Source: an optimization exercise on an open RTL-to-GDS flow (aim: small area, a short achievable clock period and few clock cycles per item). Production flows keep margins and buffers that such runs may drop.
RTL that was checked went through simulation tests only; none was proved equivalent to the original.
Only the layout flow was run in runs 3 to 5; the RTL was not checked for function there.
Power and IR drop assume default switching activity.

==> flow/flow/run.sh <==
#!/bin/bash
export BUFFER_PORTS_ARGS="-buffer_cell sky130_fd_sc_hd__buf_1"
bash standard.sh > standard.log 2>&1
==> flow/standard.sh <==
#!/bin/bash
# synth_recipe.tcl (not shown) runs the flow's synth.tcl, then flattens the netlist and writes it again
# the make line also repeats each setting of config.mk as NAME=value (left out here)
make -C /OpenROAD-flow-scripts/flow DESIGN_CONFIG=/design/flow/config.mk WORK_HOME=/design/flow/orfs CLKGATE_MAP_FILE= SYNTH_SCRIPT=/design/flow/synth_recipe.tcl "${@:-finish}"
==> flow/design.v <==
`default_nettype none
package routerPkg;
    localparam int packetWidth = 64;
    localparam int hopLsb      = 48;     
    localparam int hopWidth    = 8;
    localparam int dirBit      = 62;     
    localparam int storeWidth  = packetWidth - 1;
    localparam int numChan = 3;
endpackage
`default_nettype wire
`default_nettype none
`timescale 1ns/1ps
import routerPkg::*;
module vcArbiter (
    input  logic clk,
    input  logic reset,
    input  logic req0,
    input  logic req1,
    input  logic served,         
    output logic grant0,
    output logic grant1
);
    logic favor1;
    always_comb begin
        grant0 = req0 & (~req1 | ~favor1);
        grant1 = req1 & (~req0 | favor1);
    end
    always_ff @(posedge clk) begin
        if (reset) begin
            favor1 <= 1'b0;
        end else if (req0 & req1 & served) begin
            favor1 <= ~favor1;
        end
    end
endmodule
`default_nettype wire
`default_nettype none
`timescale 1ns/1ps
import routerPkg::*;
module inputStage #(
    parameter bit isPe = 1'b0
) (
    input  logic                  clk,
    input  logic                  reset,
    input  logic [packetWidth:0]  linkIn,      
    output logic                  ready,
    output logic [1:0]            slotReq,     
    output logic [1:0]            linkReq,     
    output logic [storeWidth-1:0] slotData,
    output logic [storeWidth-1:0] linkData,
    input  logic                  taken        
);
    logic                   send;
    logic [packetWidth-1:0] pkt;
    logic                   rt;
    logic                   full;
    logic [1:0]             slotDst;
    logic                   readyReg;    
    assign {send, pkt} = linkIn;
    assign linkData = {pkt[63:56], pkt[55:49], pkt[47:0]};
    assign rt       = isPe ? pkt[dirBit] : ~pkt[hopLsb];
    assign full    = |slotDst;
    assign ready   = readyReg;
    assign slotReq = slotDst;
    assign linkReq = {2{send & ~full}} & {rt, ~rt};
    always_ff @(posedge clk) begin
        if (reset) begin
            slotDst <= 2'b00;
        end else if (taken) begin
            slotDst <= 2'b00;
        end else if (~full) begin
            slotDst <= linkReq;
        end
    end
    always_ff @(posedge clk) begin
        readyReg <= reset | taken | (full ? 1'b0 : ~send);
    end
    always_ff @(posedge clk) begin
        if (~full) begin
            slotData <= linkData;
        end
    end
endmodule
`default_nettype wire
`default_nettype none
`timescale 1ns/1ps
import routerPkg::*;
module switchAllocator (
    input  logic clk,
    input  logic reset,
    output logic polarity
);
    always_ff @(posedge clk) begin
        if (reset) begin
            polarity <= 1'b0;
        end else begin
            polarity <= ~polarity;
        end
    end
endmodule
`default_nettype wire
`default_nettype none
`timescale 1ns/1ps
import routerPkg::*;
module outputStage (
    input  logic                  clk,
    input  logic                  reset,
    input  logic                  slotReqA,
    input  logic                  linkReqA,
    input  logic [storeWidth-1:0] slotDataA,
    input  logic [storeWidth-1:0] linkDataA,
    input  logic                  slotReqB,
    input  logic                  linkReqB,
    input  logic [storeWidth-1:0] slotDataB,
    input  logic [storeWidth-1:0] linkDataB,
    input  logic                  outReady,
    output logic [packetWidth:0]  linkOut,     
    output logic                  takenA,
    output logic                  takenB
);
    logic                  full;
    logic [storeWidth-1:0] data;
    logic                  free;
    logic                  reqA, reqB;
    logic                  grantA, grantB;
    logic                  load;
    logic [storeWidth-1:0] nextData;
    assign reqA = slotReqA | linkReqA;
    assign reqB = slotReqB | linkReqB;
    assign free = ~full | outReady;
    assign load = free & (reqA | reqB);
    vcArbiter arbiter_inst (
        .clk    (clk),
        .reset  (reset),
        .req0   (reqA),
        .req1   (reqB),
        .served (free),
        .grant0 (grantA),
        .grant1 (grantB)
    );
    assign takenA = grantA & free;
    assign takenB = grantB & free;
    assign nextData = ({storeWidth{grantA & slotReqA}} & slotDataA)
                    | ({storeWidth{grantA & linkReqA}} & linkDataA)
                    | ({storeWidth{grantB & slotReqB}} & slotDataB)
                    | ({storeWidth{grantB & linkReqB}} & linkDataB);
    always_ff @(posedge clk) begin
        if (reset) begin
            full <= 1'b0;
        end else begin
            full <= load | (full & ~outReady);
        end
    end
    always_ff @(posedge clk) begin
        if (free) begin
            data <= nextData;
        end
    end
    assign linkOut = {full & outReady, data[62:55], 1'b0, data[54:0]};
endmodule
`default_nettype wire
`default_nettype none
`timescale 1ns/1ps
import routerPkg::*;
module ringRouter (
    input  logic        clk,
    input  logic        reset,
    input  logic [64:0] cwIn,
    input  logic [64:0] ccwIn,
    input  logic [64:0] peIn,
    output logic        cwReady,
    output logic        ccwReady,
    output logic        peReady,
    output logic [64:0] cwOut,
    output logic [64:0] ccwOut,
    output logic [64:0] peOut,
    input  logic        cwOutReady,
    input  logic        ccwOutReady,
    input  logic        peOutReady,
    output logic        polarity
);
    logic [1:0]            cwSlotReq, ccwSlotReq, peSlotReq;
    logic [1:0]            cwLinkReq, ccwLinkReq, peLinkReq;
    logic [storeWidth-1:0] cwSlotData, ccwSlotData, peSlotData;
    logic [storeWidth-1:0] cwLinkData, ccwLinkData, peLinkData;
    logic                  cwTakenRing, cwTakenPe;       
    logic                  ccwTakenRing, ccwTakenPe;
    logic                  peTakenCw, peTakenCcw;
    switchAllocator polarity_inst (
        .clk      (clk),
        .reset    (reset),
        .polarity (polarity)
    );
    inputStage #(.isPe(1'b0)) cwIn_inst (
        .clk      (clk),
        .reset    (reset),
        .linkIn   (cwIn),
        .ready    (cwReady),
        .slotReq  (cwSlotReq),
        .linkReq  (cwLinkReq),
        .slotData (cwSlotData),
        .linkData (cwLinkData),
        .taken    (cwTakenRing | cwTakenPe)
    );
    inputStage #(.isPe(1'b0)) ccwIn_inst (
        .clk      (clk),
        .reset    (reset),
        .linkIn   (ccwIn),
        .ready    (ccwReady),
        .slotReq  (ccwSlotReq),
        .linkReq  (ccwLinkReq),
        .slotData (ccwSlotData),
        .linkData (ccwLinkData),
        .taken    (ccwTakenRing | ccwTakenPe)
    );
    inputStage #(.isPe(1'b1)) peIn_inst (
        .clk      (clk),
        .reset    (reset),
        .linkIn   (peIn),
        .ready    (peReady),
        .slotReq  (peSlotReq),
        .linkReq  (peLinkReq),
        .slotData (peSlotData),
        .linkData (peLinkData),
        .taken    (peTakenCw | peTakenCcw)
    );
    outputStage cwOut_inst (
        .clk       (clk),
        .reset     (reset),
        .slotReqA  (cwSlotReq[0]),
        .linkReqA  (cwLinkReq[0]),
        .slotDataA (cwSlotData),
        .linkDataA (cwLinkData),
        .slotReqB  (peSlotReq[0]),
        .linkReqB  (peLinkReq[0]),
        .slotDataB (peSlotData),
        .linkDataB (peLinkData),
        .outReady  (cwOutReady),
        .linkOut   (cwOut),
        .takenA    (cwTakenRing),
        .takenB    (peTakenCw)
    );
    outputStage ccwOut_inst (
        .clk       (clk),
        .reset     (reset),
        .slotReqA  (ccwSlotReq[0]),
        .linkReqA  (ccwLinkReq[0]),
        .slotDataA (ccwSlotData),
        .linkDataA (ccwLinkData),
        .slotReqB  (peSlotReq[1]),
        .linkReqB  (peLinkReq[1]),
        .slotDataB (peSlotData),
        .linkDataB (peLinkData),
        .outReady  (ccwOutReady),
        .linkOut   (ccwOut),
        .takenA    (ccwTakenRing),
        .takenB    (peTakenCcw)
    );
    outputStage peOut_inst (
        .clk       (clk),
        .reset     (reset),
        .slotReqA  (cwSlotReq[1]),
        .linkReqA  (cwLinkReq[1]),
        .slotDataA (cwSlotData),
        .linkDataA (cwLinkData),
        .slotReqB  (ccwSlotReq[1]),
        .linkReqB  (ccwLinkReq[1]),
        .slotDataB (ccwSlotData),
        .linkDataB (ccwLinkData),
        .outReady  (peOutReady),
        .linkOut   (peOut),
        .takenA    (cwTakenPe),
        .takenB    (ccwTakenPe)
    );
endmodule
`default_nettype wire
==> flow/config.mk <==
export PLATFORM = sky130hd
export DESIGN_NAME = ringRouter
export DESIGN_NICKNAME = ringRouter
export VERILOG_FILES = /design/flow/design.v
export SDC_FILE = /design/flow/constraint.sdc
export NUM_CORES = 4
export LEC_CHECK = 0
export CAP_MARGIN = 20
export CORE_MARGIN = 2
export CORE_UTILIZATION = 60
export CTS_CLUSTER_DIAMETER = 80
export CTS_CLUSTER_SIZE = 22
export SETUP_SLACK_MARGIN = 1.9
export SLEW_MARGIN = 20
==> flow/constraint.sdc <==
create_clock -name core_clock -period 4.0 [get_ports {clk}]
set_input_delay 0.8000 -clock core_clock [delete_from_list [all_inputs] [get_ports {clk}]]
set_output_delay 0.8000 -clock core_clock [all_outputs]
set_load 0.01 [all_outputs]
==> flow_summary.toml, run 1 <==
[floorplanning]
start_util = 0.606
die_h_um = 169
dieWidth_um = 169
placementRows = 60
coreArea_mm2 = 0.0268
ioPinCount = 399
die-area_mm2 = 0.0284

[worst_setup_path]
crit_required_ns = 4.38
startpoint_type = "input pin"
critPathCaptureType = "flip-flop"
path_class = "input pin to flip-flop"
path_cells = "buf_1 > and4bb_1 > nor2_1 > and2_4 > buf_12 > a221o_1"
crit_path_max_incr_delay_ns = 0.32
cp.arrival_ns = 2.44
cpMaxStageDelayCell = "nor2_1"
critPathMaxFanout = 41

[clocking]
clockBufferDepth = 3
cts_tree = "yes"
clk_pin_slew_ns = 0.09
cts_sinks = 394
insertion_delay_ns = 0.53
cts_buffers = 21
cts-htree-levels = 1
cts-root-buf = "clkbuf_16"

[layout]
synthToLayoutAreaGrowth_pct = 17.3
final_cell_mix = "buf_1, edfxtp_1, a22o_1, a221o_1, buf_4"
final_nets = 1537
layout-drive-gt1-share = 0.0815
multiInputGateArea_mm2 = 0.00438
fin_cells = 1699
fillers = 1873
mostFrequentLayoutCell = "buf_1"
stdcell_area_mm2 = 0.0191
seq_area_mm2 = 0.0117

[timing]
fin_tns_setup_ns = 0
relSlewSlack = 0.285
fmax_mhz = 485
worstMarginPinSlew_ns = 1.07
clock_skew_ns = 0.0103
finalWorstSetupSlack_ns = 1.94
finalCritPeriodShare = 0.516
holdWs_ns = 0.431
rsz0062_at_grt = "true"
setup_viol = 0
period_minus_slack_ns = 2.06
hold_viol_final = 0
finalMaxSlewViolations = 0

[logic_synthesis]
synth_ff_type = "edfxtp_1"
ys_ff_latch = 394
ys_warn_count = 5
postSynthCellCount = 954
synth_edf_count = 378
synth_area_mm2 = 0.0162
syn_avg_cell_area_um2 = 17.0
seq_area_frac_synth = 0.718
ys_async_sr_fraction = 0
yosysUniqueCellTypes = 50

[routing]
num_vias = 12021
via_per_inst = 7.08
routed_wl_um = 51300
drc = 0
routedWlPerCell_um = 30.2
drt_pass1_iterations = 8
ant_nets = 0
drt_iter0_markers = 1440

[global_route]
groute.usage.overall = 0.346
grt_pass1_wl_um = 72400
overflow = 0
antenna_found_initial = 9
grt_start_max_net_pins = 64
first_global_vias = 11556

[placed_design]
hpwl_um = 29000
pre_cts_slack_ns = 0.825
io_buffers = 394
placed_area_mm2 = 0.0181
post-place-cells = 1630
routabilityCongestion = 0.871

[run_status]
status = "no timing/DRC/antenna violations"

[pwr]
power.density_mw_per_mm2 = 470
ir_worst_vdd_mv = 0.322
p_leak_nw = 6.87

[run]
max-cap-violations = 0

[min_path]
hold_class = "flip-flop to flip-flop"
[path summary, 6_finish.rpt]
| check | startpoint | to | slack (ns) | depth (start not counted) |
|---|---|---|---|---|
| max reg2reg | cwIn_inst.slotDst[0]$_SDFFE_PP0N_ | peOut_inst.data[39]$_DFFE_PN_ | 1.96 | 6 |
| min reg2reg | polarity_inst.polarity$_SDFF_PP0_ | polarity_inst.polarity$_SDFF_PP0_ | 0.43 | 1 |
| min | polarity_inst.polarity$_SDFF_PP0_ | polarity_inst.polarity$_SDFF_PP0_ | 0.43 | 1 |
| max | peIn[62] | cwOut_inst.data[40]$_DFFE_PN_ | 1.94 | 6 |
[cell usage after synthesis (3+ instances only)]
cell type | n | area share
buf_6 | 6 | 0.0042
or3_1 | 4 | 0.0015
and2_1 | 7 | 0.0027
a221o_1 | 187 | 0.12
nor2_1 | 14 | 0.0032
a22o_1 | 188 | 0.10
nor3_1 | 6 | 0.0018
nand2_1 | 6 | 0.0014
nand2b_1 | 4 | 0.0015
dfxtp_1 | 16 | 0.020
edfxtp_1 | 378 | 0.70
nor3b_1 | 4 | 0.0018
buf_2 | 12 | 0.0037
and3b_1 | 6 | 0.0032
a31oi_1 | 5 | 0.0019
clkbuf_1 | 65 | 0.015
a21oi_1 | 3 | 0.00092
buf_4 | 3 | 0.0014
[power by group]
part | internal [mW] | switching [mW]
combinational | 0.497 | 0.874
clock | 1.02 | 1.27
sequential | 5.09 | 0.199
[state kept, by name, summed over array words and instances (netlist names)]
name and flops:
ccwIn_inst.readyReg 1, ccwIn_inst.slotDst 2, peOut_inst.data 63, peIn_inst.readyReg 1
cwOut_inst.data 63, cwOut_inst.arbiter_inst.favor1 1, ccwIn_inst.slotData 63, peIn_inst.slotDst 2
cwIn_inst.slotDst 2, polarity_inst.polarity 1, ccwOut_inst.full 1, peOut_inst.arbiter_inst.favor1 1
ccwOut_inst.arbiter_inst.favor1 1, peIn_inst.slotData 63, cwIn_inst.readyReg 1, peOut_inst.full 1
cwIn_inst.slotData 63, cwOut_inst.full 1, ccwOut_inst.data 63
[cells by family (layout without fill, tap and decap cells)]
kind of cell / after synthesis / after routing / share of synthesized area
AO/OA/AOI/OAI: 401 / 402 / 0.228
XOR/XNOR: 1 / 1 / 0.000539
buffers and inverters: 90 / 478 / 0.0253
flip-flops: 394 / 394 / 0.718
other: 1 / 11 / 0.000231
AND/OR/NAND/NOR: 67 / 72 / 0.0275
[per-layer routing]
| metal | share of wire | vias up | GRT usage | wire length, um |
|---|---|---|---|---|
| met5 | 0.00072 | - | 0 | 37 |
| met4 | 0.037 | 6 | 0.133 | 1880 |
| met3 | 0.12 | 141 | 0.0620 | 5960 |
| met2 | 0.48 | 942 | 0.563 | 24500 |
| met1 | 0.37 | 5931 | 0.472 | 19000 |
| li1 | - | 5001 | - | - |
[stage by stage]
| step | utilization | total power, mW |
|---|---|---|
| 2_1_floorplan | - | 6.07 |
| 3_3_place_gp | 0.677 | 6.66 |
| 3_5_place_dp | 0.677 | 6.69 |
| 4_1_cts | 0.706 | 8.92 |
| 5_1_grt | 0.711 | 9.20 |
| 6_report | 0.711 | 8.95 |
[critical path: cells and delay by family]
| kind | cells | cell delay [ns] |
|---|---|---|
| buf+inv | 2 | 0.48 |
| simple gates | 3 | 0.87 |
| compound gates | 1 | 0.24 |
[final cells by class]
type | count | area share
Sequential cell | 394 | 0.613
Multi-Input combinational cell | 478 | 0.230
Timing Repair Buffer | 439 | 0.102
Clock buffer | 36 | 0.0310
Tap cell | 341 | 0.0224
Antenna cell | 8 | 0.00105
Inverter | 3 | 0.000591
[what timing repair did]
| item | in CTS | in global routing |
|---|---|---|
| gates cloned | 6 | 1 |
| endpoints found under the setup margin | 188 | 187 |
| gates resized for setup | 22 | 11 |
| hold buffers | 0 | 0 |
| buffers inserted | 9 | 9 |
| pin swaps | 4 | 2 |
| endpoints found under the hold margin | 0 | 0 |
Testbench counts, summed over its fixed seeds: cycles 5,605, items 9,600.
==> inputs of run 2 (changes only) <==
--- a/flow/config.mk
+++ b/flow/config.mk
@@ -11,4 +11,4 @@
 export CTS_CLUSTER_DIAMETER = 80
 export CTS_CLUSTER_SIZE = 22
-export SETUP_SLACK_MARGIN = 1.9
+export SETUP_SLACK_MARGIN = 2.0
 export SLEW_MARGIN = 20
==> flow_summary.toml, run 2 <==
[run_status]
status = "no timing/DRC/antenna violations"

[worst_setup_path]
critPathMaxFanout = 16
crit_required_ns = 4.39
cp.arrival_ns = 2.39
critPathCaptureType = "flip-flop"
cp_top_family = "simple AND/OR/NAND/NOR gates"
crit_path_max_incr_delay_ns = 0.54
rr_endpoint = "peOut_inst.data[38]$_DFFE_PN_"
worstReg2RegStart = "peOut_inst.arbiter_inst.favor1$_SDFFE_PP0P_"
critPathLaunch = "cwIn[48]"
path_class = "input pin to flip-flop"
reg2reg_depth = 5
critPathCapture = "peOut_inst.data[38]$_DFFE_PN_"
cpMaxStageDelayCell = "or4b_4"
r2r_slack_ns = 2.00
worst-path-stages = 7
startpoint_type = "input pin"
path_cells = "buf_2 > or4b_4 > a211oi_4 > buf_6 > buf_8 > a22o_1 > a221o_1"
crit_buf_inv = 3

[logic_synthesis]
yosys.area_share.simple = 0.0275
synth_compound_area_frac = 0.228
synth-xor-area-share = 0.000539
synth_area_mm2 = 0.0162
synthAdderAreaFrac = 0
ys_warn_count = 5
synthTopCellsByArea = "edfxtp_1, a221o_1, a22o_1"
synth_ff_type = "edfxtp_1"
seq_area_frac_synth = 0.718
netlist.area_leader.share = 0.699
synth_edf_count = 378
ys_async_sr_fraction = 0
muxShareOfSynthArea = 0
synth.top_cells.by_count = "edfxtp_1, a22o_1, a221o_1, clkbuf_1, dfxtp_1"
yosys.area.top_type = "edfxtp_1"
synth_top_family_by_area = "compound AO/OA/AOI/OAI gates"
yosysMostFrequentCell = "edfxtp_1"
ys_ff_latch = 394
yosysUniqueCellTypes = 50
syn_avg_cell_area_um2 = 17.0
postSynthCellCount = 954

[global_route]
first_global_vias = 11338
grt_start_max_net_pins = 64
groute.usage.overall = 0.352
grt_pass1_wl_um = 73500
overflow = 0
antenna_found_initial = 11

[layout]
fillers = 1838
postLayoutCoreUtil = 0.717
stdcell_area_mm2 = 0.0192
layout-drive-gt1-share = 0.0992
final_nets = 1544
mostFrequentLayoutCell = "buf_1"
fin_cells = 1701
synthToLayoutAreaGrowth_pct = 18.3
final_cell_mix = "buf_1, edfxtp_1, a22o_1, a221o_1, buf_4"

[timing]
holdWs_ns = 0.420
fmax_mhz = 500
worstMarginPinSlew_ns = 1.10
hold_viol_final = 0
period_minus_slack_ns = 2.00
rsz0062_at_grt = "true"
clock_skew_ns = 0.0106
finalCritPeriodShare = 0.500
setup_viol = 0
finalMaxSlewViolations = 0
fin_tns_setup_ns = 0
relSlewSlack = 0.269
finalWorstSetupSlack_ns = 2.00

[clocking]
cts-root-buf = "clkbuf_16"
insertion_delay_ns = 0.54
cts-htree-levels = 1
cts_buffers = 21
cts_sinks = 394
cts_tree = "yes"
clockBufferDepth = 3
clk_pin_slew_ns = 0.09

[run]
max-cap-violations = 0

[pwr]
power.density_mw_per_mm2 = 464
ir_worst_vdd_mv = 0.372
power.total_mw = 8.93
p_leak_nw = 6.95

[routing]
routedWlPerCell_um = 30.8
routed_wl_um = 52300
drc = 0
drt_iter0_markers = 1707
via_per_inst = 7.07
ant_nets = 0
drt_pass1_iterations = 6
num_vias = 12031

[placed_design]
post-place-cells = 1633
io_buffers = 394
placed_area_mm2 = 0.0182
routabilityCongestion = 0.832
pre_cts_slack_ns = 0.965
hpwl_um = 28800

[floorplanning]
dieWidth_um = 169
die_h_um = 169
ioPinCount = 399
start_util = 0.606
coreArea_mm2 = 0.0268
die-area_mm2 = 0.0284
placementRows = 60

[min_path]
hold_class = "flip-flop to flip-flop"
min_path_cells = 1
run 2: cell counts after synthesis:
No cell type changed its count.
run 2: power breakdown:
part	leakage, nW	internal [mW]	switching [mW]
sequential	4.22	5.09	0.197
clock	0.270	0.973	1.26
combinational	2.46	0.519	0.892
total	6.95	6.58	2.35
run 2: cell families (layout without fill, tap and decap cells):
group | after synthesis | in the layout
buffers and inverters | 90 | 480
other | 1 | 12
DFF | 394 | 394
and+or+nand+nor | 67 | 71
xor gates and xnor gates | 1 | 1
AOI/OAI and AO/OA | 401 | 402
run 2: layout make-up:
type / instances / area, um^2 / area share
Antenna cell: 9 / 22.5 / 0.00117
Clock buffer: 29 / 556 / 0.0289
Clock inverter: 1 / 3.75 / 0.000195
Inverter: 3 / 11.3 / 0.000586
Multi-Input combinational cell: 477 / 4410 / 0.229
Sequential cell: 394 / 11700 / 0.609
Tap cell: 341 / 427 / 0.0222
Timing Repair Buffer: 447 / 2100 / 0.109
run 2: repair_timing:
| action | 4_1_cts | 5_1_grt |
|---|---|---|
| setup buffers | 19 | 1 |
| endpoints found under the setup margin | 191 | 149 |
| cloned | 6 | 3 |
| hold buffers | 0 | 0 |
| pin swaps | 6 | 3 |
| resized for setup | 45 | 26 |
run 2: routing by layer:
layer	share of wire	GRT usage	routed length, um
met4	0.038	0.127	2000
met2	0.46	0.560	24300
met1	0.38	0.493	19800
met5	0.00052	0	27
met3	0.12	0.0676	6190
run 2: worst min-delay path by stage:
stage	start	end	slack, ns
after CTS	polarity_inst.polarity$_SDFF_PP0_	polarity_inst.polarity$_SDFF_PP0_	0.42
final	polarity_inst.polarity$_SDFF_PP0_	polarity_inst.polarity$_SDFF_PP0_	0.42
after global placement	polarity_inst.polarity$_SDFF_PP0_	polarity_inst.polarity$_SDFF_PP0_	0.39
after global routing	polarity_inst.polarity$_SDFF_PP0_	polarity_inst.polarity$_SDFF_PP0_	0.43
after floorplan	polarity_inst.polarity$_SDFF_PP0_	polarity_inst.polarity$_SDFF_PP0_	0.43
after detailed placement	polarity_inst.polarity$_SDFF_PP0_	polarity_inst.polarity$_SDFF_PP0_	0.40
==> inputs of run 3 (changes only) <==
--- a/flow/design.v
+++ b/flow/design.v
@@ -17,4 +17,6 @@
     input  logic req0,
     input  logic req1,
+    input  logic slot0,          
+    input  logic slot1,
     input  logic served,         
     output logic grant0,
@@ -22,12 +24,14 @@
 );
     logic favor1;
+    logic win1;                  
+    assign win1 = (slot0 == slot1) ? favor1 : slot1;
     always_comb begin
-        grant0 = req0 & (~req1 | ~favor1);
-        grant1 = req1 & (~req0 | favor1);
+        grant0 = req0 & (~req1 | ~win1);
+        grant1 = req1 & (~req0 | win1);
     end
     always_ff @(posedge clk) begin
         if (reset) begin
             favor1 <= 1'b0;
-        end else if (req0 & req1 & served) begin
+        end else if (req0 & req1 & served & (slot0 == slot1)) begin
             favor1 <= ~favor1;
         end
@@ -135,4 +139,6 @@
         .req0   (reqA),
         .req1   (reqB),
+        .slot0  (slotReqA),
+        .slot1  (slotReqB),
         .served (free),
         .grant0 (grantA),
==> flow_summary.toml, run 3 <==
[run_status]
status = "no timing/DRC/antenna violations"

[layout]
layout-drive-gt1-share = 0.0941
final_cell_mix = "buf_1, nand2_1, edfxtp_1, a222oi_1, buf_4"
final_nets = 1739
fillers = 1780
postLayoutCoreUtil = 0.734
mostFrequentLayoutCell = "buf_1"
synthToLayoutAreaGrowth_pct = 19.3

[global_route]
first_global_vias = 11966
groute.usage.overall = 0.357
overflow = 0
grt_start_max_net_pins = 67
grt_pass1_wl_um = 74800
antenna_found_initial = 7

[timing]
setup_viol = 0
relSlewSlack = 0.439
holdWs_ns = 0.414
worstMarginPinSlew_ns = 0.840
hold_viol_final = 0
fmax_mhz = 496
finalMaxSlewViolations = 0
finalCritPeriodShare = 0.504
period_minus_slack_ns = 2.02
fin_tns_setup_ns = 0
rsz0062_at_grt = "true"
clock_skew_ns = 0.0237
finalWorstSetupSlack_ns = 1.98

[worst_setup_path]
cp.arrival_ns = 2.30
cpMaxStageDelayCell = "or3b_4"
path_class = "input pin to flip-flop"
cp_top_family = "compound AO/OA/AOI/OAI gates"
crit_buf_inv = 2
rr_endpoint = "peOut_inst.data[14]$_DFFE_PN_"
r2r_slack_ns = 2.02
reg2reg_depth = 5
path_cells = "buf_12 > or3b_4 > o211a_4 > buf_8 > a222oi_1 > nand2_1"
worstReg2RegStart = "cwIn_inst.slotDst[1]$_SDFFE_PP0N_"
critPathLaunch = "cwIn[48]"
startpoint_type = "input pin"
critPathCaptureType = "flip-flop"
critPathMaxFanout = 8
crit_required_ns = 4.28
crit_path_max_incr_delay_ns = 0.41

[logic_synthesis]
synthAdderAreaFrac = 0
synth-xor-area-share = 0.000543
yosysUniqueCellTypes = 51
seq_area_frac_synth = 0.724
ys_async_sr_fraction = 0
syn_avg_cell_area_um2 = 14.1
netlist.area_leader.share = 0.704
synth_edf_count = 378
yosys.area.top_type = "edfxtp_1"
synth_ff_type = "edfxtp_1"
postSynthCellCount = 1142
synth_area_mm2 = 0.0161
synth.top_cells.by_count = "edfxtp_1, nand2_1, a222oi_1, clkbuf_1, dfxtp_1"
yosys.area_share.simple = 0.105
muxShareOfSynthArea = 0.00202
synth_compound_area_frac = 0.137
synth_top_family_by_area = "compound AO/OA/AOI/OAI gates"
ys_ff_latch = 394
ys_warn_count = 5
synthTopCellsByArea = "edfxtp_1, a222oi_1, nand2_1"

[run]
max-cap-violations = 0

[routing]
ant_nets = 0
routedWlPerCell_um = 27.6
routed_wl_um = 52300
via_per_inst = 6.70
drt_iter0_markers = 2861
drt_pass1_iterations = 12
drc = 0
num_vias = 12683

[placed_design]
pre_cts_slack_ns = 0.847
routabilityCongestion = 0.884
hpwl_um = 29500
io_buffers = 394

[clocking]
cts_tree = "yes"
clockBufferDepth = 3
cts-htree-levels = 1
insertion_delay_ns = 0.54
postCtsHoldBufs = 0
clk_pin_slew_ns = 0.09
cts_buffers = 21
cts_sinks = 394
cts-root-buf = "clkbuf_16"

[pwr]
p_leak_nw = 7.29
power.density_mw_per_mm2 = 527
ir_worst_vdd_mv = 0.335
power.total_mw = 10.1

[floorplanning]
start_util = 0.615
placementRows = 59
die_h_um = 168
die-area_mm2 = 0.0282
coreArea_mm2 = 0.0262
dieWidth_um = 168
ioPinCount = 399

[min_path]
hold_class = "flip-flop to flip-flop"
min_path_cells = 1
min_to = "polarity_inst.polarity$_SDFF_PP0_"
worstHoldStart = "polarity_inst.polarity$_SDFF_PP0_"
==> run 3: changes by cell type after synthesis, sizes merged, moves of 4 or more <==
cell and delta:
a21boi +5, a221o -187, a222oi +189, a22o -188, and3b -5, buf +13
clkbuf -13, inv +6, nand2 +372, nor3 -4
==> run 3: worst max path at each step <==
stage	slack, ns	endpoint	cells after the start
floorplan	1.44	cwIn_inst.slotDst[1]$_SDFFE_PP0N_	5
global placement	0.90	peOut_inst.data[46]$_DFFE_PN_	6
detailed placement	0.85	peOut_inst.data[58]$_DFFE_PN_	6
CTS	1.99	peOut_inst.data[44]$_DFFE_PN_	4
global route	1.94	peOut_inst.data[2]$_DFFE_PN_	5
finish	1.98	peOut_inst.data[14]$_DFFE_PN_	6
==> run 3: routing by layer <==
layer / GRT usage / part of all wire
met5: 0 / 0.00021
met4: 0.138 / 0.039
met1: 0.486 / 0.34
met3: 0.0790 / 0.15
met2: 0.569 / 0.48
==> run 3: final cells by class <==
| class | instances | area [um^2] | share of cell area |
|---|---|---|---|
| timing repair buffer | 455 | 2290 | 0.119 |
| antenna | 6 | 15.0 | 0.000781 |
| clock buffer | 36 | 592 | 0.0308 |
| sequential | 394 | 11700 | 0.608 |
| multi-input combinational | 658 | 4170 | 0.217 |
| tap | 335 | 419 | 0.0218 |
| inverter | 9 | 45.0 | 0.00234 |
==> run 3: what timing repair did <==
item / CTS / global route
hold endpoints to repair: 0 / 0
pin swaps: 11 / 19
gates cloned: 8 / 2
endpoints found under the setup margin: 230 / 189
buffers inserted: 18 / 7
gates resized for setup: 58 / 25
==> run 3: kinds of logic (layout without fill, tap and decap cells) <==
kind of cell,Yosys count,in the layout
xor gates and xnor gates,1,1
AOI/OAI and AO/OA,224,227
DFF,394,394
buffers and inverters,96,500
muxes,3,3
and+or+nand+nor,423,424
other,1,9
==> run 3: report_power, final <==
group	internal, mW	switching, mW
clock	1.01	1.28
sequential	5.43	0.303
combinational	0.686	1.43
total	7.13	3.01
==> run 3: stage by stage <==
stage	area (um^2)	instances
after floorplan	16300	1144
after global placement	18000	1816
after detailed placement	18000	1816
after CTS	19100	1878
after global routing	19200	1893
final	19200	1893
==> inputs of run 4 (changes only) <==
--- a/flow/config.mk
+++ b/flow/config.mk
@@ -13,2 +13,3 @@
 export SETUP_SLACK_MARGIN = 2.0
 export SLEW_MARGIN = 20
+export TNS_END_PERCENT = 5
==> flow_summary.toml, run 4 <==
[layout]
final_cell_mix = "buf_1, nand2_1, edfxtp_1, a222oi_1, buf_4"
synthToLayoutAreaGrowth_pct = 17.9
layout-drive-gt1-share = 0.0797
fin_cells = 1884
mostFrequentLayoutCell = "buf_1"
final_nets = 1731
fillers = 1806

[worst_setup_path]
crit_required_ns = 4.28
crit_path_max_incr_delay_ns = 0.47
startpoint_type = "flip-flop"
path_class = "flip-flop to flip-flop"
critPathMaxFanout = 24
path_cells = "and4bb_2 > and3b_4 > buf_4 > a222oi_1 > nand2_1"
cpMaxStageDelayCell = "dfxtp_4"
worstReg2RegStart = "ccwIn_inst.slotDst[1]$_SDFFE_PP0N_"
critPathLaunch = "ccwIn_inst.slotDst[1]$_SDFFE_PP0N_"
r2r_slack_ns = 1.80
critPathCapture = "ccwOut_inst.data[44]$_DFFE_PN_"
cp.arrival_ns = 2.48
critPathCaptureType = "flip-flop"
reg2reg_depth = 5
rr_endpoint = "ccwOut_inst.data[44]$_DFFE_PN_"

[pwr]
p_comb_frac = 0.206
power.density_mw_per_mm2 = 530
p_int_mw = 7.08
pwr-share-seq = 0.570
clock_power_share = 0.224
swShare = 0.297
netSwitchingPower_mw = 2.99
ir_worst_vdd_mv = 0.388
p_leak_nw = 7.16

[timing]
finalCritPeriodShare = 0.550
period_minus_slack_ns = 2.20
relSlewSlack = 0.290
worstMarginPinSlew_ns = 1.07
fmax_mhz = 455
hold_viol_final = 0
fin_tns_setup_ns = 0
rsz0062_at_grt = "true"
setup_viol = 0
clock_skew_ns = 0.0124
finalMaxSlewViolations = 0

[logic_synthesis]
synthTopCellsByArea = "edfxtp_1, a222oi_1, nand2_1"
yosys.area.top_type = "edfxtp_1"
syn_avg_cell_area_um2 = 14.1
ys_ff_latch = 394
postSynthCellCount = 1142
synth.top_cells.by_count = "edfxtp_1, nand2_1, a222oi_1, clkbuf_1, dfxtp_1"
yosysUniqueCellTypes = 51
seq_area_frac_synth = 0.724
netlist.area_leader.share = 0.704
synth_ff_type = "edfxtp_1"
ys_warn_count = 5
synth_edf_count = 378
ys_async_sr_fraction = 0
synth_area_mm2 = 0.0161

[routing]
num_vias = 12775
via_per_inst = 6.78
routed_wl_um = 53000
drt_iter0_markers = 2949
drc = 0
drt_pass1_iterations = 14
routedWlPerCell_um = 28.1
ant_nets = 0

[floorplanning]
placementRows = 59
die-area_mm2 = 0.0282
coreArea_mm2 = 0.0262
dieWidth_um = 168
ioPinCount = 399
start_util = 0.615
die_h_um = 168

[placed_design]
routabilityCongestion = 0.841
io_buffers = 394
post-place-cells = 1814
hpwl_um = 30000

[clocking]
cts-htree-levels = 1
clk_pin_slew_ns = 0.09
clockBufferDepth = 3
cts_buffers = 21
insertion_delay_ns = 0.54
cts-root-buf = "clkbuf_16"
cts_tree = "yes"
cts_sinks = 394

[min_path]
hold_class = "flip-flop to flip-flop"

[run]
max-cap-violations = 0

[global_route]
grt_pass1_wl_um = 73900
antenna_found_initial = 4
first_global_vias = 12129
grt_start_max_net_pins = 64
groute.usage.overall = 0.352
overflow = 0

[run_status]
status = "no timing/DRC/antenna violations"
[run 4: cell counts after synthesis]
Identical to the previous run, type by type.
[run 4: through the flow]
stage	total power, mW	hold slack, ns	setup slack [ns]	utilization	instance area, um^2
CTS	9.97	0.414	1.71	0.715	18700
global route	10.4	0.423	1.75	0.725	19000
global placement	7.70	0.395	1.06	0.686	18000
finish	10.1	0.419	1.80	0.725	19000
floorplan	6.83	0.428	1.44	-	16200
detailed placement	7.74	0.396	1.03	0.686	18000
[run 4: logic make-up (layout without fill, tap and decap cells)]
kind of cell    after synthesis  count (layout)  share of synthesized area
compound gates              224             230                      0.137
xor+xnor                      1               1                   0.000544
buf+inv                      96             487                     0.0307
flops                       394             394                      0.724
mux                           3               3                    0.00202
other cells                   1               9                   0.000233
simple gates                423             425                      0.105
[run 4: timing repair]
action	in CTS	in global routing
pin swaps	1	14
endpoints found under the setup margin	221	199
hold buffers	0	0
cloned	4	7
gates resized for setup	17	25
setup buffers	6	12
[run 4: power by group through the flow]
stage / Clock [mW] / Combinational (mW) / Sequential (mW)
after floorplan: 0 / 0.845 / 5.99
after global placement: 0 / 1.91 / 5.79
after detailed placement: 0 / 1.93 / 5.81
after CTS: 2.26 / 1.98 / 5.73
after global routing: 2.40 / 2.20 / 5.80
final: 2.25 / 2.08 / 5.74
[run 4: worst min-delay path by stage]
stage	startpoint	endpoint	slack (ns)	cells past startpoint
5_1_grt	polarity_inst.polarity$_SDFF_PP0_	polarity_inst.polarity$_SDFF_PP0_	0.42	1
6_report	polarity_inst.polarity$_SDFF_PP0_	polarity_inst.polarity$_SDFF_PP0_	0.42	1
3_3_place_gp	polarity_inst.polarity$_SDFF_PP0_	polarity_inst.polarity$_SDFF_PP0_	0.40	1
2_1_floorplan	polarity_inst.polarity$_SDFF_PP0_	polarity_inst.polarity$_SDFF_PP0_	0.43	1
4_1_cts	polarity_inst.polarity$_SDFF_PP0_	polarity_inst.polarity$_SDFF_PP0_	0.41	1
3_5_place_dp	polarity_inst.polarity$_SDFF_PP0_	polarity_inst.polarity$_SDFF_PP0_	0.40	1
[run 4: per-layer routing]
metal / up-vias / GRT usage / part of all wire
met4: 2 / 0.157 / 0.045
met1: 6034 / 0.470 / 0.35
met2: 1174 / 0.560 / 0.47
li1: 5401 / - / -
met3: 164 / 0.0795 / 0.14
met5: - / 0 / 0.00015
[run 4: worst max-delay path, delay by kind of cell (launching register included)]
| family | cells | cell delay (ns) |
|---|---|---|
| AO/OA/AOI/OAI | 1 | 0.45 |
| buffers and inverters | 1 | 0.30 |
| flip-flops | 1 | 0.47 |
| AND/OR/NAND/NOR | 3 | 0.72 |
[run 4: cell type report]
class	instances	area, um^2	share of cell area
tap	335	419	0.0221
sequential	394	11700	0.615
multi-input combinational	662	4220	0.222
inverter	9	42.5	0.00224
antenna	6	15.0	0.000790
clock inverter	1	3.75	0.000198
clock buffer	34	574	0.0302
timing repair buffer	443	2040	0.107
==> inputs of run 5 (changes only) <==
--- a/flow/config.mk
+++ b/flow/config.mk
@@ -11,5 +11,4 @@
 export CTS_CLUSTER_DIAMETER = 80
 export CTS_CLUSTER_SIZE = 22
-export SETUP_SLACK_MARGIN = 2.0
+export SETUP_SLACK_MARGIN = 1.9
 export SLEW_MARGIN = 20
-export TNS_END_PERCENT = 5
==> flow_summary.toml, run 5 <==
[logic_synthesis]
yosys.area.top_type = "edfxtp_1"
synth.top_cells.by_count = "edfxtp_1, nand2_1, a222oi_1, clkbuf_1, dfxtp_1"
synth_edf_count = 378
ys_ff_latch = 394
syn_avg_cell_area_um2 = 14.1
ys_async_sr_fraction = 0
synth_ff_type = "edfxtp_1"
seq_area_frac_synth = 0.724
synthTopCellsByArea = "edfxtp_1, a222oi_1, nand2_1"
synth_area_mm2 = 0.0161
postSynthCellCount = 1142
netlist.area_leader.share = 0.704
ys_warn_count = 5
yosysUniqueCellTypes = 51

[worst_setup_path]
critPathCaptureType = "flip-flop"
reg2reg_depth = 6
path_class = "flip-flop to flip-flop"
startpoint_type = "flip-flop"
r2r_slack_ns = 1.89
cp.arrival_ns = 2.50
critPathMaxFanout = 23
crit_required_ns = 4.39
worstReg2RegStart = "peIn_inst.slotDst[0]$_SDFFE_PP0N_"
rr_endpoint = "cwOut_inst.data[17]$_DFFE_PN_"

[timing]
relSlewSlack = 0.409
finalMaxSlewViolations = 0
setup_viol = 0
finalCritPeriodShare = 0.527
rsz0062_at_grt = "true"
worstMarginPinSlew_ns = 0.884
clock_skew_ns = 0.0111
fmax_mhz = 474
hold_viol_final = 0
period_minus_slack_ns = 2.11
fin_tns_setup_ns = 0

[placed_design]
io_buffers = 394
hpwl_um = 30400
routabilityCongestion = 0.866

[floorplanning]
coreArea_mm2 = 0.0262
placementRows = 59
dieWidth_um = 168
start_util = 0.615
ioPinCount = 399
die_h_um = 168
die-area_mm2 = 0.0282

[clocking]
cts_tree = "yes"
postCtsHoldBufs = 0
cts-root-buf = "clkbuf_16"
cts-htree-levels = 1
cts_buffers = 21
clk_pin_slew_ns = 0.09
cts_sinks = 394
insertion_delay_ns = 0.53
clockBufferDepth = 3

[global_route]
grt_start_max_net_pins = 47
groute.usage.overall = 0.356
overflow = 0
antenna_found_initial = 6
grt.busiest_layer = "met2"
first_global_vias = 12116
grt_util_met1 = 0.472
grt_pass1_wl_um = 74500
use_met3 = 0.0882
grt_use_met2 = 0.565

[pwr]
power.total_mw = 10.1
power.density_mw_per_mm2 = 532
ir_worst_vdd_mv = 0.333
p_leak_nw = 7.17

[layout]
synthToLayoutAreaGrowth_pct = 17.8
final_nets = 1736
mostFrequentLayoutCell = "buf_1"
layout-drive-gt1-share = 0.0865
final_cell_mix = "buf_1, nand2_1, edfxtp_1, a222oi_1, buf_4"

[routing]
num_vias = 12744
drt_iter0_markers = 2548
routedWlPerCell_um = 28.0
drc = 0
ant_nets = 0
via_per_inst = 6.74
routed_wl_um = 53000
drt_pass1_iterations = 11

[min_path]
hold_class = "flip-flop to flip-flop"
min_path_cells = 1
min_to = "polarity_inst.polarity$_SDFF_PP0_"
worstHoldStart = "polarity_inst.polarity$_SDFF_PP0_"

[run_status]
status = "no timing/DRC/antenna violations"

[run]
max-cap-violations = 0
[run 5: layout make-up]
cell class / count / area [um^2]
timing repair inverter: 1 / 5.00
inverter: 9 / 45.0
multi-input combinational: 665 / 4260
tap: 335 / 419
timing repair buffer: 444 / 1950
fill: 1903 / 7220
antenna: 5 / 12.5
clock buffer: 37 / 596
sequential: 394 / 11700
[run 5: repair_timing]
item / CTS / global route
endpoints found under the setup margin: 235 / 200
pin swaps: 3 / 9
cloned: 8 / 5
buffers inserted: 8 / 8
resized for setup: 26 / 22
[run 5: power breakdown]
group | switching (mW) | internal, mW
sequential | 0.318 | 5.43
combinational | 1.42 | 0.636
clock | 1.29 | 1.02
total | 3.02 | 7.08
[run 5: worst max path at each step]
| stage | startpoint | to | slack, ns | cells after the start |
|---|---|---|---|---|
| finish | peIn_inst.slotDst[0]$_SDFFE_PP0N_ | cwOut_inst.data[17]$_DFFE_PN_ | 1.89 | 6 |
| global placement | peIn[62] | cwOut_inst.data[13]$_DFFE_PN_ | 1.05 | 6 |
| global route | peIn_inst.slotDst[0]$_SDFFE_PP0N_ | cwOut_inst.data[51]$_DFFE_PN_ | 1.85 | 6 |
| CTS | peIn_inst.slotDst[0]$_SDFFE_PP0N_ | ccwOut_inst.data[26]$_DFFE_PN_ | 1.88 | 5 |
| detailed placement | cwIn[64] | cwOut_inst.data[13]$_DFFE_PN_ | 0.99 | 6 |
| floorplan | peOutReady | cwIn_inst.slotDst[1]$_SDFFE_PP0N_ | 1.44 | 5 |
[run 5: per-layer routing]
metal  vias up  share of wire
met5         -        0.00047
met4         4          0.044
met3       155           0.15
met2      1171           0.46
met1      5999           0.34
li1       5415              -
[run 5: cell families (layout without fill, tap and decap cells)]
group           after synthesis  after routing  synth area share
buf+inv                      96            491            0.0307
other cells                   1              8          0.000233
compound gates              224            232             0.137
xor+xnor                      1              1          0.000544
mux                           3              3           0.00202
flops                       394            394             0.724
simple gates                423            426             0.105
[run 5: critical path, stage by stage (launching register included)]
cell and delay (ns):
dfxtp_2 0.42, or4b_4 0.57, a311oi_4 0.26, buf_4 0.20
buf_6 0.27, a222oi_1 0.14, nand2_1 0.11
[run 5: stage by stage]
stage	instances	util	hold WS [ns]	cell area, um^2	worst slack (ns)
after CTS	1872	0.718	0.415	18800	1.88
after global placement	1819	0.686	0.396	18000	1.05
after floorplan	1144	-	0.428	16300	1.44
after detailed placement	1819	0.686	0.402	18000	0.990
final	1890	0.724	0.412	19000	1.89
after global routing	1888	0.724	0.433	19000	1.85

[static timing again, ports no longer ideal]
In the flow no input, the clock included, has a driving cell. The finished layouts below were timed again as built, in two steps. Step 1 assumes that a clkbuf_16 drives the clock port and a buf_2 every other input. Step 2 adds t to the input delays and takes it off the output delays; t is the mean of the earliest and latest rising clock arrival at the registers after step 1. Input paths then give back, and output paths get back, about the clock's delay inside the block. Slacks: ideal / step 1 / step 2; pairs: ideal / step 1.
| run | t, ns | slack for setup (ns) | worst register clock-pin slew, ns |
|---|---|---|---|
| run 1 | 0.572 | 1.936 / 1.926 / 1.374 | 0.10 / 0.10 |
| run 2 | 0.585 | 2.002 / 1.984 / 1.427 | 0.09 / 0.09 |
| run 3 | 0.579 | 1.982 / 1.948 / 1.369 | 0.10 / 0.10 |
| run 4 | 0.579 | 1.801 / 1.801 / 1.306 | 0.09 / 0.09 |
| run 5 | 0.578 | 1.890 / 1.867 / 1.324 | 0.09 / 0.09 |
After both steps setup and hold are still met in every run listed. For run 3, which loses most, drivers alone change the setup slack by -0.034 ns; drivers and shift together by -0.613 ns.
